This design comes from an exercise in tuning for small area, a short achievable clock period and few clock cycles on the open sky130 flow, not from production work. RTL that was checked went through simulation tests only; none was proved equivalent to the original. No functional check of the RTL was part of runs 1 and 2.

==> design.v <==
module alu_md #(
  parameter int unsigned WIDTH = 32,
  parameter int unsigned SAW   = 5,
  parameter int unsigned CW    = 6
) (
  input  logic             clk,
  input  logic             reset,
  input  logic [WIDTH-1:0] RSbus,
  input  logic [WIDTH-1:0] RTbus,
  input  logic [WIDTH-1:0] Imm,
  input  logic             UseImm,
  input  logic [7:0]       SEL,
  input  logic             Start,
  input  logic             ReadLabel,
  input  logic             WriteLabel,
  output logic [WIDTH-1:0] ALUout,
  output logic [WIDTH-1:0] HI,
  output logic [WIDTH-1:0] LO,
  output logic             Busy,
  output logic             Done
);
  typedef enum logic [2:0] {S_IDLE, S_MUL, S_MULX, S_DALN, S_DIV, S_FIXQ, S_FIXR} state_t;
  state_t      state, state_nxt;
  logic [32:0] opa;       
  logic [4:0]  cnt;
  logic        hx;        
  logic        yb;        
  logic        ext;       
  logic        shrt;      
  logic        negq, negr;
  logic        unused_labels;
  assign unused_labels = ReadLabel ^ WriteLabel;
  logic [31:0] y;
  logic [4:0]  sa;
  logic        accept;
  logic        op_mul, op_div, op_sgn;
  assign y      = UseImm ? Imm : RTbus;    
  assign sa     = UseImm ? Imm[10:6] : RSbus[4:0];
  assign accept = Start && (state == S_IDLE);
  assign op_mul = (SEL == 8'h10) || (SEL == 8'h11);
  assign op_div = (SEL == 8'h12) || (SEL == 8'h13);
  assign op_sgn = ~SEL[0];
  logic        sub;
  logic [32:0] sum;
  logic        slt, sltu;
  assign sub  = (SEL[2:0] == 3'd5) || (SEL[2:1] == 2'b11);
  logic [33:0] sumc;
  assign sumc = {1'b0, RSbus, 1'b1} + {1'b0, y ^ {32{sub}}, sub};
  assign sum  = sumc[33:1];
  assign sltu = ~sum[32];
  assign slt  = (RSbus[31] ^ y[31]) ? RSbus[31] : sum[31];
  logic        daln;
  logic [31:0] shsrc;
  logic        sh_l, sh_a;
  logic [4:0]  shamt, famt;
  logic [30:0] fa;
  logic [31:0] fb, shout;
  logic [62:0] fcat;
  logic [4:0]  dshift;
  assign daln  = (state == S_DALN);
  assign shsrc = daln ? opa[31:0] : RTbus;
  assign sh_l  = daln | SEL[1];
  assign sh_a  = ~SEL[0] & RTbus[31];
  assign shamt = daln ? dshift : sa;
  assign famt  = sh_l ? ~shamt : shamt;
  assign fa    = sh_l ? shsrc[31:1] : {31{sh_a}};
  assign fb    = sh_l ? {shsrc[0], 31'b0} : shsrc;
  assign fcat  = {fa, fb} >> famt;
  assign shout = fcat[31:0];
  logic [31:0] alu_res;
  logic        alu_we;
  always_comb begin
    alu_we  = 1'b1;
    alu_res = '0;
    case (SEL)
      8'h00, 8'h05: alu_res = sum[31:0];
      8'h01:        alu_res = RSbus & y;
      8'h02:        alu_res = RSbus ^ y;
      8'h03:        alu_res = RSbus | y;
      8'h04:        alu_res = ~(RSbus | y);
      8'h06:        alu_res = {31'b0, sltu};
      8'h07:        alu_res = {31'b0, slt};
      8'h08, 8'h09, 8'h0A: alu_res = shout;
      8'h14:        alu_res = HI;
      8'h15:        alu_res = LO;
      8'h10, 8'h11, 8'h12, 8'h13, 8'h16, 8'h17: alu_we = 1'b0;
      default:      alu_res = '0;
    endcase
  end
  logic [31:0] rs_mag, y_mag;
  logic        y_zero;
  assign rs_mag = (op_sgn && RSbus[31]) ? (~RSbus + 32'd1) : RSbus;
  assign y_mag  = (op_sgn && y[31]) ? (~y + 32'd1) : y;
  assign y_zero = (y == 32'b0);
  function automatic logic [5:0] bitlen(input logic [31:0] v);
    bitlen = 6'd0;
    for (int i = 0; i < 32; i++) if (v[i]) bitlen = 6'(i + 1);
  endfunction
  logic [5:0] ln, ld, ldiff;
  assign ln     = bitlen(HI);
  assign ld     = bitlen(opa[31:0]);
  assign ldiff  = ln - ld;
  assign dshift = ldiff[4:0];
  logic [4:0]  bb;           
  logic        fix;
  logic [36:0] av, x37, pp0, pp1, cv, sv, cc;
  logic [36:0] s37;
  logic        one0, two0, neg0, one1, two1, neg1;
  always_comb begin
    case (state)
      S_MUL:   bb = {LO[3:0], yb};
      S_MULX:  bb = 5'b00010;       
      S_DIV:   bb = 5'b11110;       
      default: bb = 5'b00000;
    endcase
  end
  assign fix  = (state == S_FIXQ) || (state == S_FIXR);
  assign one0 = bb[1] ^ bb[0];
  assign two0 = (bb[2] & ~bb[1] & ~bb[0]) | (~bb[2] & bb[1] & bb[0]);
  assign neg0 = bb[2];
  assign one1 = bb[3] ^ bb[2];
  assign two1 = (bb[4] & ~bb[3] & ~bb[2]) | (~bb[4] & bb[3] & bb[2]);
  assign neg1 = bb[4];
  assign x37 = {{4{opa[32]}}, opa};
  assign pp0 = (({37{one0}} & x37) | ({37{two0}} & {x37[35:0], 1'b0})) ^ {37{neg0}};
  assign pp1 = (({37{one1}} & {x37[34:0], 2'b0}) | ({37{two1}} & {x37[33:0], 3'b0}))
               ^ {37{neg1}};
  always_comb begin
    case (state)
      S_FIXQ:  av = ~{5'b0, LO};
      S_FIXR:  av = ~{5'b0, HI};
      default: av = {{4{hx}}, hx, HI};
    endcase
  end
  assign sv  = av ^ pp0 ^ pp1;
  assign cv  = (av & pp0) | (av & pp1) | (pp0 & pp1);
  assign cc  = {cv[35:0], neg1};
  logic [37:0] s38;
  assign s38 = {sv, 1'b1} + {cc, (neg0 | fix)};
  assign s37 = s38[37:1];
  logic dborrow;
  assign dborrow = s37[36];
  logic [31:0] alu_nxt, hi_nxt, lo_nxt;
  logic [32:0] opa_nxt;
  logic [4:0]  cnt_nxt;
  logic        shrt_nxt;
  logic        hx_nxt, yb_nxt, ext_nxt, negq_nxt, negr_nxt, done_nxt;
  always_comb begin
    state_nxt = state;
    alu_nxt   = ALUout;
    hi_nxt    = HI;
    lo_nxt    = LO;
    opa_nxt   = opa;
    cnt_nxt   = cnt;
    hx_nxt    = hx;
    yb_nxt    = yb;
    ext_nxt   = ext;
    shrt_nxt  = shrt;
    negq_nxt  = negq;
    negr_nxt  = negr;
    done_nxt  = 1'b0;
    case (state)
      S_IDLE: begin
        if (Start) begin
          if (alu_we) alu_nxt = alu_res;
          if (SEL == 8'h16) hi_nxt = RSbus;
          if (SEL == 8'h17) lo_nxt = RSbus;
          done_nxt = 1'b1;
          if (op_mul) begin
            done_nxt  = 1'b0;
            state_nxt = S_MUL;
            hi_nxt    = '0;
            hx_nxt    = 1'b0;
            lo_nxt    = y;
            yb_nxt    = 1'b0;
            opa_nxt   = {op_sgn & RSbus[31], RSbus};
            shrt_nxt  = (y[31:15] == 17'h0) || (op_sgn && (y[31:15] == 17'h1ffff));
            cnt_nxt   = shrt_nxt ? 5'd3 : 5'd7;
            ext_nxt   = ~op_sgn & y[31];
          end
          if (op_div) begin
            if (y_zero) begin
              hi_nxt = RSbus;
              lo_nxt = '1;
            end else begin
              done_nxt  = 1'b0;
              state_nxt = S_DALN;
              hi_nxt    = rs_mag;
              hx_nxt    = 1'b0;
              lo_nxt    = '0;
              opa_nxt   = {1'b0, y_mag};
              negq_nxt  = op_sgn & (RSbus[31] ^ y[31]);
              negr_nxt  = op_sgn & RSbus[31];
            end
          end
        end
      end
      S_MUL: begin
        {hx_nxt, hi_nxt} = s37[36:4];
        lo_nxt  = {s37[3:0], LO[31:4]};
        yb_nxt  = LO[3];
        cnt_nxt = cnt - 5'd1;
        if (cnt == 5'd0) begin
          if (shrt) begin
            hi_nxt = {{15{s37[36]}}, s37[36:20]};
            lo_nxt = {s37[19:0], LO[31:20]};
          end
          if (ext) state_nxt = S_MULX;
          else begin
            state_nxt = S_IDLE;
            done_nxt  = 1'b1;
          end
        end
      end
      S_MULX: begin
        hi_nxt    = s37[31:0];
        state_nxt = S_IDLE;
        done_nxt  = 1'b1;
      end
      S_DALN: begin
        if (ln < ld) begin
          if (negr) state_nxt = S_FIXR;
          else begin
            state_nxt = S_IDLE;
            done_nxt  = 1'b1;
          end
        end else begin
          state_nxt = S_DIV;
          opa_nxt   = {1'b0, shout};
          cnt_nxt   = dshift;
        end
      end
      S_DIV: begin
        if (!dborrow) hi_nxt = s37[31:0];
        lo_nxt  = {LO[30:0], ~dborrow};
        opa_nxt = {1'b0, opa[32:1]};
        cnt_nxt = cnt - 5'd1;
        if (cnt == 5'd0) begin
          if (negq) state_nxt = S_FIXQ;
          else if (negr) state_nxt = S_FIXR;
          else begin
            state_nxt = S_IDLE;
            done_nxt  = 1'b1;
          end
        end
      end
      S_FIXQ: begin
        lo_nxt = s37[31:0];
        if (negr) state_nxt = S_FIXR;
        else begin
          state_nxt = S_IDLE;
          done_nxt  = 1'b1;
        end
      end
      S_FIXR: begin
        hi_nxt    = s37[31:0];
        state_nxt = S_IDLE;
        done_nxt  = 1'b1;
      end
      default: state_nxt = S_IDLE;
    endcase
  end
  always_ff @(posedge clk or posedge reset) begin
    if (reset) begin
      state  <= S_IDLE;
      ALUout <= '0;
      HI     <= '0;
      LO     <= '0;
      Busy   <= 1'b0;
      Done   <= 1'b0;
    end else begin
      state  <= state_nxt;
      ALUout <= alu_nxt;
      HI     <= hi_nxt;
      LO     <= lo_nxt;
      Busy   <= (state_nxt != S_IDLE);
      Done   <= done_nxt;
    end
  end
  always_ff @(posedge clk) begin
    opa  <= opa_nxt;
    cnt  <= cnt_nxt;
    hx   <= hx_nxt;
    yb   <= yb_nxt;
    ext  <= ext_nxt;
    shrt <= shrt_nxt;
    negq <= negq_nxt;
    negr <= negr_nxt;
  end
endmodule
==> run.sh <==
#!/bin/bash
# synth_recipe.tcl (not shown) runs the flow's synth.tcl, then flattens the netlist and writes it again
# the make line also repeats each setting of config.mk as NAME=value (left out here)
make -C /OpenROAD-flow-scripts/flow DESIGN_CONFIG=/design/flow/config.mk WORK_HOME=/design/flow/orfs CLKGATE_MAP_FILE= SYNTH_SCRIPT=/design/flow/synth_recipe.tcl finish
==> config.mk <==
export PLATFORM = sky130hd
export DESIGN_NAME = alu_md
export DESIGN_NICKNAME = alu_md
export VERILOG_FILES = /design/flow/design.v
export SDC_FILE = /design/flow/constraint.sdc
export NUM_CORES = 4
export LEC_CHECK = 0
export CAP_MARGIN = 20
export CORE_MARGIN = 2
export CORE_UTILIZATION = 40
export SLEW_MARGIN = 20
==> constraint.sdc <==
create_clock -name core_clock -period 6.0 [get_ports {clk}]
set_input_delay 1.2000 -clock core_clock [delete_from_list [all_inputs] [get_ports {clk}]]
set_output_delay 1.2000 -clock core_clock [all_outputs]
set_load 0.01 [all_outputs]
==> results of run 1 <==
## worst register-to-register path: cells and delay by family, from the launching register on
family	cells	cell delay (ns)
adder cells (fa/ha/maj)	2	0.63
buffers and inverters	3	0.52
AND/OR/NAND/NOR	4	0.56
multiplexers	1	0.35
XOR/XNOR	1	0.19
AO/OA/AOI/OAI	13	3.00
flip-flops	1	0.41
## through the flow
stage / cell area [um2]
3_5_place_dp: 30500
3_3_place_gp: 30500
6_report: 31200
5_1_grt: 31200
2_1_floorplan: 25400
4_1_cts: 31100
## synthesized netlist by cell type (16+ instances only)
master,count
o211ai_1,30
xnor2_1,139
buf_1,16
edfxtp_1,44
clkbuf_1,225
buf_2,37
nand3_1,74
nor2_1,268
a31oi_1,41
a22oi_1,107
and2_1,22
o21ai_0,220
xor2_1,79
nor2b_1,17
o22ai_1,72
a211oi_1,60
nand2b_1,22
nand2_1,358
o21bai_1,20
a21o_1,50
ha_1,142
a21oi_1,317
a221oi_1,34
nor3_1,58
and3_1,27
nor4_1,20
dfrtp_1,101
a221o_1,32
o31ai_1,21
fa_1,37
o221ai_1,19
or3_1,19
inv_1,177
o21a_1,26
a222oi_1,37
mux2_2,42
mux2i_1,152
## timing repair
action	in CTS	in global routing
resized for setup	1	6
setup endpoints to repair	1	57
cloned	0	0
setup buffers	0	9
## state kept, by name, summed over array words and instances (netlist names), 3 cells and up
| register | flops |
|---|---|
| HI | 32 |
| cnt | 5 |
| ALUout | 32 |
| opa | 33 |
| LO | 32 |
| state | 3 |
## cells by family (layout without fill, tap and decap cells)
group                    count (synthesis)  count (layout)
XOR/XNOR                               221             221
flip-flops                             145             145
other                                    0               2
AO/OA/AOI/OAI                         1261            1261
buffers and inverters                  473             818
multiplexers                           210             210
adder cells (fa/ha/maj)                179             179
AND/OR/NAND/NOR                        951             951
## cell type report
cell class,count,area (um2)
Timing Repair Buffer,603,5150
Antenna cell,2,5.00
Multi-Input combinational cell,2822,19800
Clock buffer,21,460
Clock inverter,11,153
Tap cell,846,1060
Inverter,183,689
Sequential cell,145,3850
Fill cell,6444,31800
## routing by layer
metal,vias to the layer above,track usage [%]
met4,2,26.2
met3,526,14.0
met5,-,0
li1,13449,-
met2,2161,64.8
met1,15031,57.8
## final timing paths
| kind | endpoint | slack (ns) |
|---|---|---|
| setup reg to reg | opa[10]$_DFFE_PP_ | 0.21 |
| setup / recovery | opa[10]$_DFFE_PP_ | 0.21 |
| max in group asynchronous | ALUout[6]$_DFFE_PP0P_ | 3.56 |
| hold reg to reg | ALUout[10]$_DFFE_PP0P_ | 0.55 |
| hold / removal | ALUout[10]$_DFFE_PP0P_ | 0.55 |
| min in group asynchronous | HI[17]$_DFFE_PP0P_ | 1.30 |
## cells in the final DEF, fill, tap and decap left out, drive strengths merged, types with 12 or more instances in the layout
cell	n
mux2i	159
a22oi	108
o31ai	22
a211o	12
a31oi	41
nand4	14
nor4	22
and2	24
a221oi	35
xor2	79
a221o	32
or3	20
a211oi	61
edfxtp	44
dfrtp	101
clkdlybuf4s50	203
clkbuf	21
buf	400
o22ai	72
nand3	76
nor3	59
o21a	26
a32oi	14
xnor2	142
nand2b	22
o21bai	20
a21o	50
and3	27
nor2	268
a21oi	318
ha	142
o211ai	30
mux2	42
nor2b	17
inv	183
a222oi	37
fa	37
o221ai	19
o21ai	236
nand2	359
==> key figures, run 1 <==
Synthesis
  – Post-synthesis adder-cell area fraction: 9.91%
  – Syn Inst Count: 3440
  – XOR/XNOR Fraction of Synth Area: 7.75%
  – Post-synthesis sequential area ratio: 15.2%
  – Synth Area in Compound Gates: 33.4%
  – Flop and latch count out of synthesis: 145
  – Synth Area in Simple Gates: 17.1%
  – Post-synth top area share: 9.95%
  – Syn Area/Cell: 7.38 um2
  – Synth Cell Area: 0.0254 mm2
  – Largest family of logic cells by synthesized area: compound AO/OA/AOI/OAI gates
  – Mapped Nets: 3729
  – Synth cell types: 110
  – Multiplexer share of the synthesized area: 9.20%
  – Yosys top cell by area: dfrtp_1
  – Post-synth EDFFs: 44
  – Top FF cell, synth: dfrtp_1
  – Async SR Flop Fraction: 69.7%
  – Syn. warnings: 1
  – Synth area leaders: dfrtp_1 (10%), ha_1 (7.0%), a21oi_1 (6.2%), mux2i_1 (6.0%), nand2_1 (5.3%)

Die
  – Die Y: 256 um
  – Initial Utilization: 40.3%
  – I/O pin total: 208
  – Core Area: 0.0630 mm2
  – Core Rows: 92
  – Die W: 256 um
  – Die area: 0.0655 mm2

CTS
  – CTS Buf Count: 17
  – Worst skew pair latency: 0.51 ns
  – CTS clk-pin slew, worst paths: 0.07 ns
  – H-tree levels: 4
  – Number of clock sinks: 145
  – Post-CTS Hold Buffers: 0
  – TritonCTS clock tree: done
  – Clk root buf: clkbuf_16
  – Clock Path Buffers: 2

Global route
  – Antenna violations before repair: 6
  – Overflow after GRT: 0
  – Vias in the first global route: 29114
  – Largest net degree at the start of global routing: 70
  – First-pass GRT wire length: 212000 um
  – Tot GR Track Use: 44.6%

Worst setup path
  – Crit end category: flop
  – Worst EP arrival: 6.16 ns
  – Critical path peak fanout: 8
  – Largest delay contributor family on the critical path: compound AO/OA/AOI/OAI gates
  – Reg2reg start: HI[1]$_DFFE_PP0P_
  – Critical path required time: 6.37 ns
  – WP buf/inv: 3
  – Worst path max stage delay: 0.75 ns
  – Crit path from: HI[1]$_DFFE_PP0P_
  – Crit path max-delay cell type: a21oi_1
  – CP cell instances: nand2b_1 > a21oi_1 > o21bai_1 > a21oi_1 > o21bai_1 > a21oi_1 > o31ai_1 > a221o_1 > a21oi_1 > o41ai_2 > buf_4 > ha_1 > inv_1 > fa_1 > xor2_1 > nor2_1 > a21o_2 > buf_4 > mux2i_1 > o211ai_1 > nor2_1 > nor3_1 > a21oi_1 > a221o_1
  – Most used cell, CP: a21oi_1
  – Stages on worst setup path: 24
  – Reg2Reg Depth: 24
  – Critical path class: reg -> reg
  – Startpoint types: flop

Place
  – Routability cong.: 1.07
  – Post-place setup slack: 0.0286 ns
  – DP HPWL: 121000 um
  – Dpl cells: 4590
  – # port buffers: 205

Routing
  – Routed len/inst: 32.6 um
  – Final antenna-violating net count: 0
  – Routed WL: 151000 um
  – Top Metal Used: met5
  – Via-to-Cell Ratio: 6.73
  – Initial DRC count: 5056
  – DRC violations left: 0
  – Detail Route met2 WL: 61400 um
  – Wire length on met3: 19000 um
  – Metal-1 WL: 59400 um
  – Via count: 31169
  – Pre-antenna DRT Iters: 11

Timing
  – Fmax: 0.173 GHz
  – Max transition margin: 25.3%
  – Worst Tran Pin Value: 1.12 ns
  – Final Worst Setup Slack: 0.214 ns
  – Fin crit period: 5.79 ns
  – Final hold violation count: 0
  – Layout Skew: 0.0172 ns
  – Post-route clock period utilization: 96.4%
  – Final setup viols: 0
  – Min Hold Slack: 0.552 ns
  – Sum Neg Setup Slack: 0 ns
  – Final Max Slew Viols: 0

Worst hold path
  – Worst hold path stage count: 1
  – Hold Crit Class: reg -> reg
  – Hold_sp: ALUout[10]$_DFFE_PP0P_

Final layout
  – Final core occ: 49.6%
  – Share of layout cells above drive strength 1: 15.3%
  – Syn-to-layout area delta: 22.9%
  – NumNets Final: 4061
  – Final cell count without fillers: 4633

Run
  – Max_cap viols: 0

Run status
  – Status: complete, no violations
==> run 2, diff against run 1 <==
--- a/config.mk
+++ b/config.mk
@@ -9,3 +9,4 @@
 export CORE_MARGIN = 2
 export CORE_UTILIZATION = 40
+export SETUP_SLACK_MARGIN = 2.5
 export SLEW_MARGIN = 20
==> run 2 against run 1 <==
Against the previous run: now fails the layout checks on capacitance limit, slew limit; sequential cell count did not move; critical endpoint is now opa[31]$_DFFE_PP_; maximum frequency increased by 9.7%; critical path type unchanged; core utilization rose by 8.8 points; clock-buffer cell count decreased by 3; sequential share of layout area shrank 1.8 points; first-iteration DRC count is 14% higher; synthesized cell count unchanged.
==> key figures, run 2 <==
Routing
  – Via count: 33199 (+6.5%)
  – Routed WL: 158000 um (+4.3%)
  – DRC violations left: 0 (unchanged)
  – Pre-antenna DRT Iters: 14 (+3)
  – Routed len/inst: 33.0 um (+1.2%)
  – Initial DRC count: 5763 (+14%)
  – Via-to-Cell Ratio: 6.95 (+3.3%)
  – Final antenna-violating net count: 0 (unchanged)

Timing
  – Min Hold Slack: 0.542 ns (-0.00929 ns)
  – Fin crit period: 5.28 ns (-0.511 ns)
  – Final Max Slew Viols: 6 (+6)
  – Post-route clock period utilization: 87.9% (-8.5 points)
  – Final Worst Setup Slack: 0.724 ns (+0.511 ns)
  – Max transition margin: -5.81% (-31 points)
  – Final hold violation count: 0 (unchanged)
  – Final setup viols: 0 (unchanged)
  – Layout Skew: 0.0218 ns (+0.00460 ns)
  – Sum Neg Setup Slack: 0 ns (unchanged)
  – Fmax: 0.190 GHz (+9.7%)
  – Worst Tran Pin Value: 1.58 ns (+0.456 ns)
  – Unrepaired setup endpoints after global routing: true

Die
  – Core Rows: 92 (unchanged)
  – Die W: 256 um (unchanged)
  – Die Y: 256 um (unchanged)
  – Die area: 0.0655 mm2 (unchanged)
  – Initial Utilization: 40.3% (unchanged)
  – I/O pin total: 208 (unchanged)
  – Core Area: 0.0630 mm2 (unchanged)

Global route
  – Tot GR Track Use: 45.0% (+0.37 points)
  – Vias in the first global route: 30518 (+4.8%)
  – Largest net degree at the start of global routing: 55 (-21%)
  – Antenna violations before repair: 5 (-1)
  – First-pass GRT wire length: 216000 um (+1.8%)
  – Overflow after GRT: 0 (unchanged)

Place
  – # port buffers: 205 (unchanged)
  – DP HPWL: 113000 um (-6.4%)
  – Routability cong.: 1.15 (+7.0%)
  – Post-place setup slack: 0.523 ns (+0.494 ns)
  – Placed cell area: 0.0307 mm2 (+0.71%)

CTS
  – Worst skew pair latency: 0.51 ns (about the same)
  – Clk root buf: clkbuf_16
  – TritonCTS clock tree: done
  – CTS Buf Count: 17 (unchanged)
  – H-tree levels: 4 (unchanged)
  – CTS clk-pin slew, worst paths: 0.07 ns (about the same)
  – Post-CTS Hold Buffers: 0 (unchanged)
  – Number of clock sinks: 145 (unchanged)
  – Clock Path Buffers: 2 (unchanged)

Final layout
  – Largest reg by FF count: opa
  – Syn-to-layout area delta: 44.8%
  – Max reg flops: 33 (unchanged)
  – Final instance area: 0.0368 mm2 (+18%)
  – Register Area: 0.00386 mm2 (+0.26%)
  – Most frequent cells in the layout: buf_4 (389), nand2_1 (330), a21oi_1 (237)
  – Share of layout cells above drive strength 1: 30.3% (+15 points)
  – Multi-input combinational cell area: 0.0235 mm2 (+18%)
  – NumNets Final: 4205 (+3.5%)
  – Fill cells: 5640 (-12%)
  – Most common cell after layout, fill and taps aside: buf_4

Synthesis
  – Syn. warnings: 1 (unchanged)
  – Post-synth top area share: 9.95% (unchanged)
  – Syn Area/Cell: 7.38 um2 (unchanged)
  – Yosys top cell by area: dfrtp_1
  – Commonest cells in the netlist: nand2_1 (358), a21oi_1 (317), nor2_1 (268)
  – Syn Inst Count: 3440 (unchanged)
  – Mapped Nets: 3729 (unchanged)
  – Top FF cell, synth: dfrtp_1
  – Most numerous cell in the Yosys netlist: nand2_1
  – Async SR Flop Fraction: 69.7% (unchanged)
  – Flop and latch count out of synthesis: 145 (unchanged)
  – Synth area leaders: dfrtp_1 (10%), ha_1 (7.0%), a21oi_1 (6.2%), mux2i_1 (6.0%), nand2_1 (5.3%)
  – Post-synthesis sequential area ratio: 15.2% (unchanged)
  – Post-synth EDFFs: 44 (unchanged)
  – Synth Cell Area: 0.0254 mm2 (unchanged)
  – Synth cell types: 110 (unchanged)

Worst hold path
  – Hold Crit Class: reg -> reg

Worst setup path
  – Critical path peak fanout: 9 (+1)
  – Crit end category: flop
  – Startpoint types: flop
  – Critical path required time: 6.25 ns (-0.12 ns)
  – Worst EP arrival: 5.53 ns (-0.63 ns)
  – Critical path class: reg -> reg

Run
  – Max_cap viols: 1 (+1)

Run status
  – Status: failed layout checks
  – Violated checks: capacitance limit, slew limit
run 2: worst paths after layout:
check	start	endpoint	slack, ns	depth (start not counted)
worst max-delay path	opa[20]$_DFFE_PP_	opa[31]$_DFFE_PP_	0.72	22
max in group asynchronous	reset	ALUout[2]$_DFFE_PP0P_	4.13	3
min in group asynchronous	reset	HI[19]$_DFFE_PP0P_	1.26	3
worst min register to register	ALUout[3]$_DFFE_PP0P_	ALUout[3]$_DFFE_PP0P_	0.54	1
worst max register to register	opa[20]$_DFFE_PP_	opa[31]$_DFFE_PP_	0.72	22
worst min-delay path	ALUout[3]$_DFFE_PP0P_	ALUout[3]$_DFFE_PP0P_	0.54	1
run 2: critical path, stage by stage (launching register included):
cell	delay [ns]
edfxtp_1	0.66
inv_1	0.26
a21oi_1	0.18
o21bai_1	0.08
a21oi_1	0.18
o21bai_1	0.08
a21oi_1	0.16
nor2_1	0.06
a311oi_1	0.49
ha_4	0.21
inv_2	0.04
fa_2	0.43
xor2_4	0.23
nor2_2	0.07
buf_4	0.19
a21oi_4	0.24
a221oi_2	0.09
or3_1	0.36
a32oi_2	0.21
buf_4	0.17
mux2i_4	0.07
o21a_4	0.26
a221o_1	0.30
run 2: per-stage QoR:
| stage | utilization (%) | cells |
|---|---|---|
| detailed placement | 48.8 | 4461 |
| global route | 58.4 | 4776 |
| global placement | 48.8 | 4461 |
| CTS | 55.8 | 4709 |
| floorplan | - | 3440 |
| finish | 58.4 | 4779 |
run 2: kinds of logic (layout without fill, tap and decap cells):
| group | Yosys count | after routing | synth area share (%) |
|---|---|---|---|
| other cells | 0 | 4 | 0 |
| flops | 145 | 145 | 15.2 |
| mux | 210 | 210 | 9.20 |
| fa+ha+maj | 179 | 179 | 9.91 |
| xor+xnor | 221 | 221 | 7.75 |
| buf+inv | 473 | 954 | 7.47 |
| compound gates | 1261 | 1263 | 33.4 |
| simple gates | 951 | 957 | 17.1 |
run 2: area by class of cell:
type / count / share of cell area [%]
timing repair buffer: 739 / 19.1
sequential: 145 / 10.5
inverter: 183 / 1.93
multi-input combinational: 2830 / 63.9
tap: 846 / 2.88
antenna: 4 / 0.0272
clock buffer: 18 / 1.19
clock inverter: 14 / 0.493
run 2: what timing repair did:
item	4_1_cts	5_1_grt
gates resized for setup	403	220
pin swaps	158	142
buffers inserted	204	61
gates cloned	12	3
setup endpoints to repair	179	179
run 2: routing by layer:
layer | GRT usage, % | vias up | share of wire [%]
li1 | - | 13750 | -
met1 | 55.7 | 15841 | 36
met2 | 64.2 | 2775 | 40
met3 | 17.9 | 827 | 15
met4 | 29.7 | 6 | 9.2
met5 | 0 | - | 0.079
==> run 3, diff against run 2 <==
--- a/design.v
+++ b/design.v
@@ -27,5 +27,4 @@
   logic        yb;        
   logic        ext;       
-  logic        shrt;      
   logic        negq, negr;
   logic        unused_labels;
@@ -45,7 +44,5 @@
   logic        slt, sltu;
   assign sub  = (SEL[2:0] == 3'd5) || (SEL[2:1] == 2'b11);
-  logic [33:0] sumc;
-  assign sumc = {1'b0, RSbus, 1'b1} + {1'b0, y ^ {32{sub}}, sub};
-  assign sum  = sumc[33:1];
+  assign sum  = {1'b0, RSbus} + {1'b0, y ^ {32{sub}}} + {32'b0, sub};
   assign sltu = ~sum[32];
   assign slt  = (RSbus[31] ^ y[31]) ? RSbus[31] : sum[31];
@@ -136,7 +133,5 @@
   assign cv  = (av & pp0) | (av & pp1) | (pp0 & pp1);
   assign cc  = {cv[35:0], neg1};
-  logic [37:0] s38;
-  assign s38 = {sv, 1'b1} + {cc, (neg0 | fix)};
-  assign s37 = s38[37:1];
+  assign s37 = sv + cc + {36'b0, (neg0 | fix)};
   logic dborrow;
   assign dborrow = s37[36];
@@ -144,5 +139,4 @@
   logic [32:0] opa_nxt;
   logic [4:0]  cnt_nxt;
-  logic        shrt_nxt;
   logic        hx_nxt, yb_nxt, ext_nxt, negq_nxt, negr_nxt, done_nxt;
   always_comb begin
@@ -156,5 +150,4 @@
     yb_nxt    = yb;
     ext_nxt   = ext;
-    shrt_nxt  = shrt;
     negq_nxt  = negq;
     negr_nxt  = negr;
@@ -175,6 +168,5 @@
             yb_nxt    = 1'b0;
             opa_nxt   = {op_sgn & RSbus[31], RSbus};
-            shrt_nxt  = (y[31:15] == 17'h0) || (op_sgn && (y[31:15] == 17'h1ffff));
-            cnt_nxt   = shrt_nxt ? 5'd3 : 5'd7;
+            cnt_nxt   = 5'd7;
             ext_nxt   = ~op_sgn & y[31];
           end
@@ -202,8 +194,4 @@
         cnt_nxt = cnt - 5'd1;
         if (cnt == 5'd0) begin
-          if (shrt) begin
-            hi_nxt = {{15{s37[36]}}, s37[36:20]};
-            lo_nxt = {s37[19:0], LO[31:20]};
-          end
           if (ext) state_nxt = S_MULX;
           else begin
@@ -284,5 +272,4 @@
     yb   <= yb_nxt;
     ext  <= ext_nxt;
-    shrt <= shrt_nxt;
     negq <= negq_nxt;
     negr <= negr_nxt;
--- a/config.mk
+++ b/config.mk
@@ -9,4 +9,3 @@
 export CORE_MARGIN = 2
 export CORE_UTILIZATION = 40
-export SETUP_SLACK_MARGIN = 2.5
 export SLEW_MARGIN = 20
==> run 3 against run 2 <==
Against the previous run: now clean on timing, DRC and antenna; largest cell class unchanged; setup slack lost 0.45 ns; first-iteration DRC count shrank 24%; cell area shrank 20%; die area shrank 3.2%.
==> key figures, run 3 <==
Run status
  – Status: complete, no violations

Synthesis
  – Post-synth EDFFs: 43 (-2.3%)
  – Mapped Nets: 3629 (-2.7%)
  – Post-synthesis sequential area ratio: 15.5% (+0.39 points)
  – Synth Area in Simple Gates: 16.5% (-0.62 points)
  – Syn Inst Count: 3340 (-2.9%)
  – Async SR Flop Fraction: 70.1% (+0.48 points)
  – Yosys top cell by area: dfrtp_1
  – Synth area leaders: dfrtp_1 (10%), ha_1 (7.1%), xnor2_1 (6.7%), a21oi_1 (5.9%), nand2_1 (5.4%)
  – Synth Area in Compound Gates: 34.5% (+1.0 points)
  – Top FF cell, synth: dfrtp_1
  – Post-synthesis adder-cell area fraction: 10.3% (+0.39 points)
  – Commonest cells in the netlist: nand2_1 (352), a21oi_1 (291), nor2_1 (238)
  – Largest family of logic cells by synthesized area: compound AO/OA/AOI/OAI gates
  – Post-synth top area share: 10.3% (+0.33 points)
  – Synth Cell Area: 0.0246 mm2 (-3.3%)
  – Synth cell types: 97 (-12%)
  – Syn. warnings: 1 (unchanged)
  – Flop and latch count out of synthesis: 144 (-0.69%)
  – Multiplexer share of the synthesized area: 8.15% (-1.1 points)
  – XOR/XNOR Fraction of Synth Area: 7.56% (-0.20 points)
  – Syn Area/Cell: 7.36 um2 (-0.36%)
  – Most numerous cell in the Yosys netlist: nand2_1

Routing
  – Routed len/inst: 31.4 um (-4.6%)
  – DRC violations left: 0 (unchanged)
  – Pre-antenna DRT Iters: 6 (-8)
  – Routed WL: 137000 um (-13%)
  – Final antenna-violating net count: 0 (unchanged)
  – Via-to-Cell Ratio: 6.80 (-2.1%)
  – Via count: 29560 (-11%)
  – Initial DRC count: 4354 (-24%)

Final layout
  – NumNets Final: 3838 (-8.7%)
  – Final instance area: 0.0293 mm2 (-20%)
  – Most frequent cells in the layout: nand2_1 (351), a21oi_1 (289), buf_4 (258)
  – Largest reg by FF count: opa
  – Register Area: 0.00382 mm2 (-1.0%)
  – Multi-input combinational cell area: 0.0191 mm2 (-19%)
  – Share of layout cells above drive strength 1: 11.8% (-18 points)
  – Max reg flops: 33 (unchanged)
  – Most common cell after layout, fill and taps aside: nand2_1
  – Final core occ: 48.4% (-10 points)
  – Fill cells: 6290 (+12%)
  – Syn-to-layout area delta: 19.3%

Timing
  – Sum Neg Setup Slack: 0 ns (unchanged)
  – Post-route clock period utilization: 95.4% (+7.4 points)
  – Layout Skew: 0.0193 ns (-0.00246 ns)
  – Max transition margin: 27.1% (+33 points)
  – Fin crit period: 5.72 ns (+0.446 ns)
  – Final Max Slew Viols: 0 (-6)
  – Fmax: 0.175 GHz (-7.8%)
  – Final setup viols: 0 (unchanged)
  – Min Hold Slack: 0.501 ns (-0.0410 ns)
  – Final hold violation count: 0 (unchanged)
  – Worst Tran Pin Value: 1.09 ns (-0.483 ns)

Worst setup path
  – CP cell instances: clkinvlp_4 > nor2_1 > a31oi_1 > o21ai_2 > nand2_1 > xor2_2 > ha_1 > nand2b_1 > a211oi_2 > o21bai_1 > fa_1 > a21o_1 > a311o_1 > a32o_1 > a21oi_2 > o22ai_2 > o21ai_2 > nand4_1 > o211ai_1 > buf_12 > buf_4 > a211oi_1 > a21oi_1
  – Crit end category: flop
  – Reg2Reg Depth: 23 (+4.5%)
  – Flop-to-flop setup slack: 0.28 ns (-0.45 ns)
  – Most used cell, CP: o21ai_2
  – Worst path max stage delay: 0.48 ns (-0.18 ns)
  – Worst EP arrival: 6.15 ns (+0.62 ns)
  – Critical path required time: 6.43 ns (+0.18 ns)
  – Critical path class: reg -> reg
  – Critical path peak fanout: 51 (+42)
  – Crit path max-delay cell type: dfrtp_1
  – Worst R2R End: HI[6]$_DFFE_PP0P_
  – Reg2reg start: state[1]$_DFF_PP0_
  – Startpoint types: flop

CTS
  – TritonCTS clock tree: done
  – Number of clock sinks: 144 (-0.69%)
  – Setup Buffers After CTS: 0 (-100%)
  – Worst skew pair latency: 0.51 ns (about the same)
  – H-tree levels: 4 (unchanged)
  – Clk root buf: clkbuf_16
  – CTS Buf Count: 17 (unchanged)
  – Post-CTS Hold Buffers: 0 (unchanged)
  – Clock Path Buffers: 2 (unchanged)
  – CTS clk-pin slew, worst paths: 0.08 ns (about the same)

Global route
  – Antenna violations before repair: 1 (-4)
  – Tot GR Track Use: 42.1% (-2.9 points)
  – Overflow after GRT: 0 (unchanged)
  – First-pass GRT wire length: 195000 um (-9.7%)
  – Vias in the first global route: 27545 (-9.7%)
  – Largest net degree at the start of global routing: 70 (+27%)

Place
  – Placed cell area: 0.0286 mm2 (-6.7%)
  – # port buffers: 205 (unchanged)
  – Routability cong.: 1.06 (-7.4%)
  – DP HPWL: 107000 um (-5.3%)

Run
  – Max_cap viols: 0 (-1)

Die
  – I/O pin total: 208 (unchanged)
  – Die area: 0.0634 mm2 (-3.2%)
  – Die W: 252 um (-1.6%)
  – Core Area: 0.0606 mm2 (-3.8%)
  – Initial Utilization: 40.6% (+0.22 points)
  – Die Y: 252 um (-1.6%)
  – Core Rows: 90 (-2.2%)

Worst hold path
  – Hold_sp: ALUout[19]$_DFFE_PP0P_
  – Hold path endpoint: ALUout[19]$_DFFE_PP0P_
  – Worst hold path stage count: 2 (+1)
  – Hold Crit Class: reg -> reg
[run 3: cell families after synthesis]
logic type	count (synthesis)
AOI/OAI and AO/OA	1266
adders and majority gates	179
xor gates and xnor gates	212
DFF	144
and+or+nand+nor	892
buffers and inverters	469
muxes	178
[run 3: worst max-delay path: cells and delay by family, from the launching register on]
family | cells | cell delay [ns]
AO/OA/AOI/OAI | 13 | 2.76
buffers and inverters | 3 | 0.73
flip-flops | 1 | 0.48
adder cells (fa/ha/maj) | 2 | 0.78
AND/OR/NAND/NOR | 4 | 0.58
XOR/XNOR | 1 | 0.25
[run 3: worst max path at each step]
stage	end	startpoint	cells past startpoint	slack, ns
6_report	HI[6]$_DFFE_PP0P_	state[1]$_DFF_PP0_	23	0.28
5_1_grt	HI[13]$_DFFE_PP0P_	state[1]$_DFF_PP0_	22	-0.01
4_1_cts	HI[3]$_DFFE_PP0P_	state[1]$_DFF_PP0_	21	0.06
3_5_place_dp	HI[3]$_DFFE_PP0P_	state[1]$_DFF_PP0_	21	0.09
3_3_place_gp	HI[13]$_DFFE_PP0P_	state[1]$_DFF_PP0_	22	0.16
2_1_floorplan	HI[0]$_DFFE_PP0P_	state[1]$_DFF_PP0_	22	0.17
[run 3: layout make-up]
class	instances	share of cell area (%)
Sequential cell	144	13.0
Clock inverter	14	0.576
Antenna cell	1	0.00854
Clock buffer	18	1.46
Tap cell	782	3.34
Timing Repair Buffer	471	14.1
Inverter	188	2.43
Multi-Input combinational cell	2727	65.0
[run 3: what timing repair did]
| action | CTS | global route |
|---|---|---|
| resized for setup | 0 | 10 |
| hold endpoints to repair | 0 | 0 |
| endpoints found under the setup margin | 0 | 60 |
[run 3: metrics by stage]
step	setup slack [ns]	instances
after floorplan	0.173	3340
after global placement	0.159	4312
after detailed placement	0.0931	4312
after CTS	0.0556	4344
after global routing	-0.0142	4344
final	0.279	4345
[run 3: per-layer routing]
metal | vias to the layer above | wire [um] | track usage [%]
li1 | 12810 | - | -
met1 | 14126 | 53000 | 54.7
met2 | 2118 | 54900 | 60.1
met3 | 506 | 17500 | 12.7
met4 | 0 | 11200 | 27.6
met5 | - | 0 | 0
Testbench counts of run 3, summed over its fixed seeds: cycles 22,614.
==> run 4, diff against run 3 <==
--- a/config.mk
+++ b/config.mk
@@ -6,4 +6,5 @@
 export NUM_CORES = 4
 export LEC_CHECK = 0
+export ABC_AREA = 1
 export CAP_MARGIN = 20
 export CORE_MARGIN = 2
==> run 4 against run 3 <==
Against the previous run: global-route usage shrank 1.2 points; still clean; register-to-register slack gained 0.05 ns; area after synthesis shrank 4.4%; worst hold slack lost 0.019 ns; final cell count grew 10%; clock-buffer cell count grew 1; non-clock buffer count grew 5; wire length shrank 7.2%; core utilization grew 1.0 points.
==> key figures, run 4 <==
Worst setup path
  – Critical path peak fanout: 16 (-69%)
  – WP buf/inv: 5 (+2)
  – Crit end category: flop
  – Crit path max-delay cell type: fa_1
  – Worst path max stage delay: 0.50 ns (+0.02 ns)
  – Critical path required time: 6.38 ns (-0.05 ns)
  – Critical path class: reg -> reg
  – Largest delay contributor family on the critical path: simple AND/OR/NAND/NOR gates
  – Most used cell, CP: nand2_1
  – Startpoint types: flop
  – Flop-to-flop setup slack: 0.33 ns (+0.05 ns)
  – Worst EP arrival: 6.06 ns (-0.09 ns)

Timing
  – Fmax: 0.176 GHz (+0.83%)
  – Fin crit period: 5.67 ns (-0.0469 ns)
  – Layout Skew: 0.0169 ns (-0.00242 ns)
  – Sum Neg Setup Slack: 0 ns (unchanged)
  – Final Worst Setup Slack: 0.325 ns (+0.0469 ns)
  – Final setup viols: 0 (unchanged)
  – Final hold violation count: 0 (unchanged)
  – Final Max Slew Viols: 0 (unchanged)
  – Max transition margin: 17.1% (-10 points)
  – Worst Tran Pin Value: 1.24 ns (+0.143 ns)
  – Post-route clock period utilization: 94.6% (-0.78 points)

Synthesis
  – Post-synthesis sequential area ratio: 16.3% (+0.71 points)
  – Synth Cell Area: 0.0235 mm2 (-4.4%)
  – Synth area leaders: nand2_1 (14%), dfrtp_1 (11%), ha_1 (7.5%), o21ai_0 (6.6%), inv_1 (6.3%)
  – Synth cell types: 74 (-24%)
  – Mapped Nets: 4019 (+11%)
  – Most numerous cell in the Yosys netlist: nand2_1
  – Syn Inst Count: 3730 (+12%)
  – Post-synth EDFFs: 43 (unchanged)
  – Flop and latch count out of synthesis: 144 (unchanged)
  – Commonest cells in the netlist: nand2_1 (895), inv_1 (396), o21ai_0 (311)
  – Post-synth top area share: 14.3% (+4.0 points)
  – Top FF cell, synth: dfrtp_1
  – Async SR Flop Fraction: 70.1% (unchanged)
  – Yosys top cell by area: nand2_1
  – Syn Area/Cell: 6.30 um2 (-14%)
  – Syn. warnings: 1 (unchanged)

Final layout
  – Share of layout cells above drive strength 1: 11.1% (-0.73 points)
  – Fill cells: 6279 (-0.17%)
  – Multi-input combinational cell area: 0.0173 mm2 (-9.4%)
  – Final cell count without fillers: 4795 (+10%)
  – NumNets Final: 4305 (+12%)
  – Largest reg by FF count: opa
  – Register Area: 0.00382 mm2 (unchanged)
  – Most frequent cells in the layout: nand2_1 (892), inv_1 (394), o21ai_0 (303)
  – Max reg flops: 33 (unchanged)
  – Most common cell after layout, fill and taps aside: nand2_1
  – Syn-to-layout area delta: 21.7%

Global route
  – Largest net degree at the start of global routing: 60 (-14%)
  – Vias in the first global route: 26938 (-2.2%)
  – Tot GR Track Use: 40.9% (-1.2 points)
  – First-pass GRT wire length: 182000 um (-6.8%)
  – Antenna violations before repair: 8 (+7)
  – Overflow after GRT: 0 (unchanged)

CTS
  – Worst skew pair latency: 0.50 ns (about the same)
  – H-tree levels: 4 (unchanged)
  – Clock Path Buffers: 2 (unchanged)
  – Post-CTS Hold Buffers: 0 (unchanged)
  – CTS clk-pin slew, worst paths: 0.07 ns (about the same)
  – CTS Buf Count: 17 (unchanged)
  – Number of clock sinks: 144 (unchanged)
  – Clk root buf: clkbuf_16
  – TritonCTS clock tree: done

Worst hold path
  – Hold Crit Class: reg -> reg

Run status
  – Status: complete, no violations

Routing
  – Pre-antenna DRT Iters: 8 (+2)
  – Via-to-Cell Ratio: 6.15 (-9.6%)
  – Initial DRC count: 4258 (-2.2%)
  – Routed WL: 127000 um (-7.2%)
  – Routed len/inst: 26.4 um (-16%)
  – Final antenna-violating net count: 0 (unchanged)
  – DRC violations left: 0 (unchanged)
  – Via count: 29484 (-0.26%)

Die
  – Core Area: 0.0579 mm2 (-4.4%)
  – Core Rows: 88 (-2.2%)
  – I/O pin total: 208 (unchanged)
  – Die area: 0.0607 mm2 (-4.3%)
  – Die W: 246 um (-2.2%)
  – Initial Utilization: 40.6% (about the same)
  – Die Y: 246 um (-2.2%)

Place
  – Dpl cells: 4758 (+10%)
  – Post-place setup slack: 0.228 ns (+0.135 ns)
  – # port buffers: 205 (unchanged)
  – Routability cong.: 1.03 (-2.7%)
  – DP HPWL: 101000 um (-5.3%)

Run
  – Max_cap viols: 0 (unchanged)
run 4: cell type report:
type                       instances  share of cell area [%]
antenna                            1                 0.00875
clock buffer                      19                    1.55
clock inverter                    13                   0.346
inverter                         437                    5.79
multi-input combinational       2940                    60.4
sequential                       144                    13.4
tap                              765                    3.35
timing repair buffer             476                    15.2
run 4: logic make-up after synthesis:
group	after synthesis	synth area share [%]
buffers and inverters	646	11.1
and+or+nand+nor	1450	25.8
DFF	144	16.3
AOI/OAI and AO/OA	1132	29.3
muxes	15	0.639
adders and majority gates	179	10.8
xor gates and xnor gates	164	6.18
run 4: what timing repair did:
item | in CTS | in global routing
buffers inserted | 0 | 2
resized for setup | 0 | 33
endpoints found under the setup margin | 0 | 78
hold endpoints to repair | 0 | 0
run 4: final timing paths:
kind                                              from                     end  cells past startpoint
worst max-delay path                 HI[2]$_DFFE_PP0P_  ALUout[12]$_DFFE_PP0P_                     49
worst min-delay path            ALUout[12]$_DFFE_PP0P_  ALUout[12]$_DFFE_PP0P_                      2
worst max register to register       HI[2]$_DFFE_PP0P_  ALUout[12]$_DFFE_PP0P_                     49
worst min register to register  ALUout[12]$_DFFE_PP0P_  ALUout[12]$_DFFE_PP0P_                      2
max in group asynchronous                        reset       HI[2]$_DFFE_PP0P_                      3
min in group asynchronous                        reset      HI[11]$_DFFE_PP0P_                      2
run 4: worst reg2reg max path: cells and delay by family (launching register included):
kind | cells | cell delay (ns)
AND/OR/NAND/NOR | 36 | 2.51
AO/OA/AOI/OAI | 5 | 0.92
adder cells (fa/ha/maj) | 2 | 0.70
buffers and inverters | 5 | 0.67
flip-flops | 1 | 0.47
XOR/XNOR | 1 | 0.27
run 4: metal layers:
layer	up-vias	global-route usage, %	routed length (um)
met5	-	0	51
met4	8	23.5	8660
met3	392	9.05	14600
met2	1965	59.2	51800
met1	13724	55.6	51500
li1	13395	-	-
run 4: stage by stage:
stage	area (um2)	hold WS [ns]	utilization, %
5_1_grt	28600	0.508	49.4
3_5_place_dp	27900	0.465	48.1
4_1_cts	28400	0.484	49.1
6_report	28600	0.482	49.4
3_3_place_gp	27900	0.465	48.1
2_1_floorplan	23500	0.511	-

[port drivers added, routing unchanged]
No port has a modelled driver above. Below, the same layouts with a new extraction and two added sets of constraints. Step 1: set_driving_cell puts a clkbuf_16 on clk and a buf_2 on each other input, an assumption about the parent block. Step 2 times the ports against the registers' clock, not the clock port: input delays grow and output delays shrink by t, the midpoint of the rising clock arrivals with the driver on. Three values: ideal ports, drivers, drivers and shift; two values: the first two.
| run | t, ns | setup WS [ns] | clock arrival spread, ns |
|---|---|---|---|
| run 1 | 0.561 | 0.214 / 0.214 / 0.110 | 0.019 / 0.018 |
| run 2 | 0.565 | 0.724 / 0.724 / 0.552 | 0.022 / 0.022 |
| run 3 | 0.567 | 0.279 / 0.279 / 0.279 | 0.019 / 0.019 |
| run 4 | 0.558 | 0.325 / 0.325 / 0.291 | 0.017 / 0.017 |
The setup slack of run 2, which loses most, moves by 0.000 ns with the drivers and by -0.172 ns with both steps.
